Background: an optimization exercise with open tools, aiming at small area. Do not read the settings as production practice.
At most, simulation tests tie the RTL to the original design; equivalence was not proved.
Power is estimated from default activity; no workload was simulated.

==> run a <==
Design tx_alc_guard, start of the top module:
module tx_alc_guard (
    input  logic        aclk,
    input  logic        aresetn,
    input  logic        s_tvalid,
    output logic        s_tready,
    input  logic [95:0] s_tdata,
    output logic        m_tvalid,
    input  logic        m_tready,
    output logic [31:0] m_tdata,
    input  logic        cfg_we,
    input  logic [2:0]  cfg_addr,
    input  logic [15:0] cfg_wdata
);
export LEC_CHECK = 0
export CAP_MARGIN = 20
export CORE_MARGIN = 2
export CORE_UTILIZATION = 40
export SLEW_MARGIN = 20
create_clock -name core_clock -period 10.0 [get_ports {aclk}]
standard.sh (not shown) runs the stock make flow with config.mk's settings and CLKGATE_MAP_FILE= SYNTH_SCRIPT=/design/flow/synth_recipe.tcl, a recipe that flattens the netlist after the stock synthesis.
==> flow/flow/run.sh <==
#!/bin/bash
# The standard layout (standard.sh) with three changes:
#  - synthesis runs flow/synth.tcl: synth_recipe.tcl with an area-oriented ABC script
#  - ports are buffered with the smallest buffer (buf_1)
#  - clock tree synthesis clusters the flip-flops explicitly (clkbuf_8 leaves, clkbuf_16
#    root) and adds no dummy loads
# make's full output goes to flow.log; ORFS's per-step logs stay under orfs/logs.
set -euo pipefail
here=$(pwd)
bash standard.sh \
  SYNTH_SCRIPT="$here/flow/synth.tcl" \
  BUFFER_PORTS_ARGS="-buffer_cell sky130_fd_sc_hd__buf_1" \
  CTS_ARGS="-sink_clustering_enable -repair_clock_nets -dont_use_dummy_load -buf_list sky130_fd_sc_hd__clkbuf_8 -root_buf sky130_fd_sc_hd__clkbuf_16 -sink_clustering_size 17 -sink_clustering_max_diameter 70" \
  finish > flow.log 2>&1
==> flow/flow/abc_area.script <==
strash
&get -n
&fraig -x
&put
scorr
dc2
dretime
strash
dch -f
map -a
mfs2
strash
&get -n
&dch -f
&nf {D}
&put
buffer -c
upsize -c {D}
dnsize -c {D}
==> flow/flow/synth.tcl <==
# synth_recipe.tcl with one change: the final ABC mapping uses abc_area.script (beside this
# file) in place of ORFS's speed script. Registers are mapped before ABC and stay as they are.
proc synth {args} { yosys synth -nofsm -noshare {*}$args }
set ::my_abc_script [file join [file dirname [file normalize [info script]]] abc_area.script]
proc abc {args} {
  set i [lsearch $args -script]
  if {$i >= 0} {
    set args [lreplace $args $i [expr {$i + 1}] -script $::my_abc_script]
  }
  yosys abc {*}$args
}
source $::env(SCRIPTS_DIR)/synth.tcl
# left out here: clear keep_hierarchy, flatten, clean up, hide names made inside functions, write 1_2_yosys.v
==> run b: changes against run a <==
--- a/flow/design.v
+++ b/flow/design.v
@@ -15,18 +15,12 @@
     function automatic logic ge_u32(input logic [31:0] a, input logic [31:0] b);
         logic c;
         c = 1'b1;
         for (int i = 0; i < 32; i++) c = (a[i] & ~b[i]) | (a[i] & c) | (~b[i] & c);
         ge_u32 = c;
     endfunction
-    function automatic logic ge_u33(input logic [32:0] a, input logic [32:0] b);
-        logic c;
-        c = 1'b1;
-        for (int i = 0; i < 33; i++) c = (a[i] & ~b[i]) | (a[i] & c) | (~b[i] & c);
-        ge_u33 = c;
-    endfunction
     function automatic logic ge_u17(input logic [16:0] a, input logic [16:0] b);
         logic c;
         c = 1'b1;
         for (int i = 0; i < 17; i++) c = (a[i] & ~b[i]) | (a[i] & c) | (~b[i] & c);
         ge_u17 = c;
     endfunction
@@ -179,25 +173,25 @@
     end
     logic        act_reg, latch_reg, cal_reg, ov_reg;
     logic [15:0] gain_reg;
     logic        aud_reg, red_reg, stab_reg;
     logic [1:0]  hc_reg;      
     logic [31:0] start_t, adj_t, mtime_t, last_t, stab_t, hs_t, lh_t, red_t;
-    logic        lh_nb;
     logic        res_acc;
     logic [1:0]  res_oc;
     logic [3:0]  res_code;
     logic [2:0]  ty;
     logic        x, comp;
     logic [9:0]  alc;
     logic [31:0] now;
     assign {ty, x, comp, alc, now} = q_event;
     logic take;
     assign q_ready = !ov_reg || m_tready;
     assign take = q_valid && q_ready;
-    logic [32:0] n400, n501, n600, n1200, n1500, n15000;
+    logic [32:0] n200, n400, n501, n600, n1200, n1500, n15000;
+    assign n200   = tag_pkg::add_la(now, ~32'd200, 1'b1);
     assign n400   = tag_pkg::add_la(now, ~32'd400, 1'b1);
     assign n501   = tag_pkg::add_la(now, ~32'd501, 1'b1);
     assign n600   = tag_pkg::add_la(now, ~32'd600, 1'b1);
     assign n1200  = tag_pkg::add_la(now, ~32'd1200, 1'b1);
     assign n1500  = tag_pkg::add_la(now, ~32'd1500, 1'b1);
     assign n15000 = tag_pkg::add_la(now, ~32'd15000, 1'b1);
@@ -219,25 +213,27 @@
     assign a_hs1500   = n1500[32]  && tag_pkg::ge_u32(n1500[31:0], hs_t);
     assign a_st15000  = n15000[32] && tag_pkg::ge_u32(n15000[31:0], start_t);
     assign a_last1500 = n1500[32]  && tag_pkg::ge_u32(n1500[31:0], last_t);
     assign a_adj600   = n600[32]   && tag_pkg::ge_u32(n600[31:0], adj_t);
     assign a_last501  = n501[32]   && tag_pkg::ge_u32(n501[31:0], last_t);
     assign a_stab1200 = n1200[32]  && tag_pkg::ge_u32(n1200[31:0], stab_t);
-    assign a_lh200    = tag_pkg::ge_u33(n600, {lh_nb, lh_t});
+    assign a_lh200    = n200[32]   && tag_pkg::ge_u32(n200[31:0], lh_t);
     assign a_red400   = n400[32]   && tag_pkg::ge_u32(n400[31:0], red_t);
     assign a_hs600    = n600[32]   && tag_pkg::ge_u32(n600[31:0], hs_t);
     assign meter_to   = !(bl ? he1 : he0) || tag_pkg::ge_u16(dl, tmo_reg);
-    logic [31:0] g, x5, x45, x181, p;
-    logic [32:0] p_sum, x45s;
+    logic [31:0] g, x5, s1, c1, s2, c2, p;
+    logic [32:0] x5_sum, p_sum;
+    logic        c15;
     assign g = {16'd0, gain_reg};
-    assign x5   = tag_pkg::add_u32(g, g << 2);
-    assign x45s = tag_pkg::add_la(x5, x5 << 3, 1'b0);
-    assign x45  = x45s[31:0];
-    assign x181 = tag_pkg::add_u32(x45 << 2, g);
-    assign p_sum = tag_pkg::add_la(x181 << 8, x5, 1'b0);
-    assign p = p_sum[31:0];
+    assign x5_sum = tag_pkg::add_la(g, g << 2, 1'b0);
+    assign x5 = x5_sum[31:0];
+    assign {s1, c1} = tag_pkg::csa(x5, x5 << 10, x5 << 13);
+    assign {s2, c2} = tag_pkg::csa(s1, c1, g << 8);
+    assign c15 = tag_pkg::carry_u15(s2[14:0], c2[14:0]);
+    assign p_sum = tag_pkg::add_la({15'd0, s2[31:15]}, {15'd0, c2[31:15]}, c15);
+    assign p = {p_sum[16:0], 15'd0};
     logic lt_gmax, le_gmin, gt_maxmin, lt_up, gt_dn;
     assign lt_gmax   = !tag_pkg::ge_u16(gain_reg, max_gain_reg);
     assign le_gmin   = tag_pkg::ge_u16(min_gain_reg, gain_reg);
     assign gt_maxmin = !tag_pkg::ge_u16(min_gain_reg, max_gain_reg);
     assign lt_up     = !tag_pkg::ge_u17(p[31:15], {1'b0, max_gain_reg});
     assign gt_dn     = !tag_pkg::ge_u16(min_gain_reg, p[31:16]);
@@ -353,13 +349,13 @@
                             stab_reg <= 1'b0; adj_t <= now;
                         end
                     end
                 end else begin
                     stab_reg <= 1'b0;
                     if (hc_reg == 2'd0) hs_t <= now;
-                    if (lh_up) begin hc_reg <= hc_inc; {lh_nb, lh_t} <= n400; end
+                    if (lh_up) begin hc_reg <= hc_inc; lh_t <= now; end
                     if (!red_hold && !le_gmin) begin
                         adj_t <= now; red_reg <= 1'b1; red_t <= now;
                         if (cal_reg) hc_reg <= 2'd0;
                     end
                 end
             end
==> flow/run.sh (new file) <==
#!/bin/bash
# synth_recipe.tcl (not shown) runs the flow's synth.tcl, then flattens the netlist and writes it again
# the make line also repeats each setting of config.mk as NAME=value (left out here)
make -C /OpenROAD-flow-scripts/flow DESIGN_CONFIG=/design/flow/config.mk WORK_HOME=/design/flow/orfs CLKGATE_MAP_FILE= SYNTH_SCRIPT=/design/flow/synth_recipe.tcl finish
- CTS_BUF_LIST: unset -> sky130_fd_sc_hd__clkbuf_8
- CTS_CLUSTER_DIAMETER: unset -> 60
- CTS_CLUSTER_SIZE: unset -> 18
removed: flow/flow/run.sh
removed: flow/flow/abc_area.script
removed: flow/flow/synth.tcl
removed: flow/standard.sh
==> run c: changes against run a <==
--- a/flow/design.v
+++ b/flow/design.v
@@ -223,21 +223,23 @@
     assign a_last501  = n501[32]   && tag_pkg::ge_u32(n501[31:0], last_t);
     assign a_stab1200 = n1200[32]  && tag_pkg::ge_u32(n1200[31:0], stab_t);
     assign a_lh200    = tag_pkg::ge_u33(n600, {lh_nb, lh_t});
     assign a_red400   = n400[32]   && tag_pkg::ge_u32(n400[31:0], red_t);
     assign a_hs600    = n600[32]   && tag_pkg::ge_u32(n600[31:0], hs_t);
     assign meter_to   = !(bl ? he1 : he0) || tag_pkg::ge_u16(dl, tmo_reg);
-    logic [31:0] g, x5, x45, x181, p;
-    logic [32:0] p_sum, x45s;
+    logic [31:0] g, x5, s1, c1, s2, c2, p;
+    logic [32:0] x5_sum, p_sum;
+    logic        c15;
     assign g = {16'd0, gain_reg};
-    assign x5   = tag_pkg::add_u32(g, g << 2);
-    assign x45s = tag_pkg::add_la(x5, x5 << 3, 1'b0);
-    assign x45  = x45s[31:0];
-    assign x181 = tag_pkg::add_u32(x45 << 2, g);
-    assign p_sum = tag_pkg::add_la(x181 << 8, x5, 1'b0);
-    assign p = p_sum[31:0];
+    assign x5_sum = tag_pkg::add_la(g, g << 2, 1'b0);
+    assign x5 = x5_sum[31:0];
+    assign {s1, c1} = tag_pkg::csa(x5, x5 << 10, x5 << 13);
+    assign {s2, c2} = tag_pkg::csa(s1, c1, g << 8);
+    assign c15 = tag_pkg::carry_u15(s2[14:0], c2[14:0]);
+    assign p_sum = tag_pkg::add_la({15'd0, s2[31:15]}, {15'd0, c2[31:15]}, c15);
+    assign p = {p_sum[16:0], 15'd0};
     logic lt_gmax, le_gmin, gt_maxmin, lt_up, gt_dn;
     assign lt_gmax   = !tag_pkg::ge_u16(gain_reg, max_gain_reg);
     assign le_gmin   = tag_pkg::ge_u16(min_gain_reg, gain_reg);
     assign gt_maxmin = !tag_pkg::ge_u16(min_gain_reg, max_gain_reg);
     assign lt_up     = !tag_pkg::ge_u17(p[31:15], {1'b0, max_gain_reg});
     assign gt_dn     = !tag_pkg::ge_u16(min_gain_reg, p[31:16]);
==> flow/flow/run.sh (replaced) <==
#!/bin/bash
set -euo pipefail
bash standard.sh \
  BUFFER_PORTS_ARGS="-buffer_cell sky130_fd_sc_hd__buf_1" \
  CTS_ARGS="-sink_clustering_enable -repair_clock_nets -dont_use_dummy_load -buf_list sky130_fd_sc_hd__clkbuf_16 -sink_clustering_size 24 -sink_clustering_max_diameter 80" \
  finish > flow.log 2>&1
removed: flow/flow/abc_area.script
removed: flow/flow/synth.tcl
==> run d: changes against run a <==
--- a/flow/design.v
+++ b/flow/design.v
@@ -223,21 +223,23 @@
     assign a_last501  = n501[32]   && tag_pkg::ge_u32(n501[31:0], last_t);
     assign a_stab1200 = n1200[32]  && tag_pkg::ge_u32(n1200[31:0], stab_t);
     assign a_lh200    = tag_pkg::ge_u33(n600, {lh_nb, lh_t});
     assign a_red400   = n400[32]   && tag_pkg::ge_u32(n400[31:0], red_t);
     assign a_hs600    = n600[32]   && tag_pkg::ge_u32(n600[31:0], hs_t);
     assign meter_to   = !(bl ? he1 : he0) || tag_pkg::ge_u16(dl, tmo_reg);
-    logic [31:0] g, x5, x45, x181, p;
-    logic [32:0] p_sum, x45s;
+    logic [31:0] g, x5, s1, c1, s2, c2, p;
+    logic [32:0] x5_sum, p_sum;
+    logic        c15;
     assign g = {16'd0, gain_reg};
-    assign x5   = tag_pkg::add_u32(g, g << 2);
-    assign x45s = tag_pkg::add_la(x5, x5 << 3, 1'b0);
-    assign x45  = x45s[31:0];
-    assign x181 = tag_pkg::add_u32(x45 << 2, g);
-    assign p_sum = tag_pkg::add_la(x181 << 8, x5, 1'b0);
-    assign p = p_sum[31:0];
+    assign x5_sum = tag_pkg::add_la(g, g << 2, 1'b0);
+    assign x5 = x5_sum[31:0];
+    assign {s1, c1} = tag_pkg::csa(x5, x5 << 10, x5 << 13);
+    assign {s2, c2} = tag_pkg::csa(s1, c1, g << 8);
+    assign c15 = tag_pkg::carry_u15(s2[14:0], c2[14:0]);
+    assign p_sum = tag_pkg::add_la({15'd0, s2[31:15]}, {15'd0, c2[31:15]}, c15);
+    assign p = {p_sum[16:0], 15'd0};
     logic lt_gmax, le_gmin, gt_maxmin, lt_up, gt_dn;
     assign lt_gmax   = !tag_pkg::ge_u16(gain_reg, max_gain_reg);
     assign le_gmin   = tag_pkg::ge_u16(min_gain_reg, gain_reg);
     assign gt_maxmin = !tag_pkg::ge_u16(min_gain_reg, max_gain_reg);
     assign lt_up     = !tag_pkg::ge_u17(p[31:15], {1'b0, max_gain_reg});
     assign gt_dn     = !tag_pkg::ge_u16(min_gain_reg, p[31:16]);
==> qor summary <==
Result of the run: run d timing/DRC/antenna clean; run a timing/DRC/antenna clean; run c timing/DRC/antenna clean; run b timing/DRC/antenna clean
Via count of the first global-routing pass: run d 19090; run a 19250; run c 21620; run b 22520
Power in the clock group: run d 0.00102 W; run a 0.00103 W; run c 0.00116 W; run b 0.00136 W
Static leakage: run d 10.84 nW; run a 10.94 nW; run c 11.41 nW; run b 12.15 nW
Cells after synthesis: run d 2290; run a 2251; run c 2583; run b 2720
Power density cells: run d 298.5 nW/µm²; run a 328.0 nW/µm²; run c 311.9 nW/µm²; run b 300.7 nW/µm²
Proportion of power drawn by combinational gates: run d 52.9%; run a 57.4%; run c 58.3%; run b 56.9%
Share of cells above drive strength 1: run d 7.335%; run a 10.12%; run c 8.032%; run b 9.287%
Synth Area in Simple Gates: run d 7.371%; run a 7.621%; run c 11.74%; run b 12.35%
Clk cell area share: run d 2.035%; run a 2.061%; run c 2.380%; run b 3.026%
Register area share after synthesis: run d 52.32%; run a 52.60%; run c 48.52%; run b 47.02%
Number of clock buffers inserted by TritonCTS: run d 39; run a 40; run c 30; run b 45
H-tree Lvls: run d 2; run a 2; run c 1; run b 2
Die width: run d 262.9 µm; run a 262.2 µm; run c 272.8 µm; run b 276.8 µm
Area of the core region: run d 66100 µm²; run a 65860 µm²; run c 71490 µm²; run b 74070 µm²
Post-route cell area: run d 29150 µm²; run a 29450 µm²; run c 31550 µm²; run b 33570 µm²
Number of cells after detailed placement: run d 3276; run a 3268; run c 3658; run b 3809
RSZ-0062 raised after global routing: run d no; run a yes; run c no; run b no
Worst hold path startpoint: run d u_back.ov_reg; run a u_front.tail_reg[42]; run c u_front.tail_reg[24]; run b u_back.latch_reg
Logic depth of the worst setup path including buffers: run d 43; run a 43; run c 29; run b 31
Sequential fraction of design power: run d 35.4%; run a 31.9%; run c 30.0%; run b 29.7%
Count of flip-flops with a built-in enable after synthesis: run d 463; run a 463; run c 463; run b 462
All-layer global routing usage: run d 18.85%; run a 18.66%; run c 20.93%; run b 22.21%
Global Route met2 Usage: run d 30.86%; run a 31.20%; run c 35.43%; run b 35.64%
Final worst path period need: run d 9304 ps; run a 9714 ps; run c 9575 ps; run b 9347 ps
Power Combinational: run d 0.00460 W; run a 0.00555 W; run c 0.00573 W; run b 0.00574 W
No functional check of the RTL was part of run a and run b.

afterwards: timing with drivers on the ports:
In the flow no input, the clock included, has a driving cell. The finished layouts below were timed again as built, in two steps.
Step 1 (the two cells are an assumption about what drives the block):
set clk [get_ports {aclk}]
set_driving_cell -lib_cell sky130_fd_sc_hd__clkbuf_16 $clk
set_driving_cell -lib_cell sky130_fd_sc_hd__buf_2 [delete_from_list [all_inputs] $clk]
Step 2 times the ports against the registers' clock, not the clock port: input delays grow and output delays shrink by t, the midpoint of the rising clock arrivals with the driver on.
a / b / c = ideal / step 1 / step 2; a / b = the first two.
run | t (ns) | slack for setup (ns) | worst register clock-pin slew, ns | worst slew at a driven data input, ns
run a | 0.572 | 0.286 / 0.286 / 0.286 | 0.11 / 0.11 | 0.09
run b | 0.723 | 0.653 / 0.653 / 0.653 | 0.12 / 0.12 | 0.06
run c | 0.659 | 0.425 / 0.425 / 0.425 | 0.10 / 0.10 | 0.08
run d | 0.601 | 0.696 / 0.696 / 0.696 | 0.11 / 0.11 | 0.12
After both steps setup and hold are still met in every run listed.
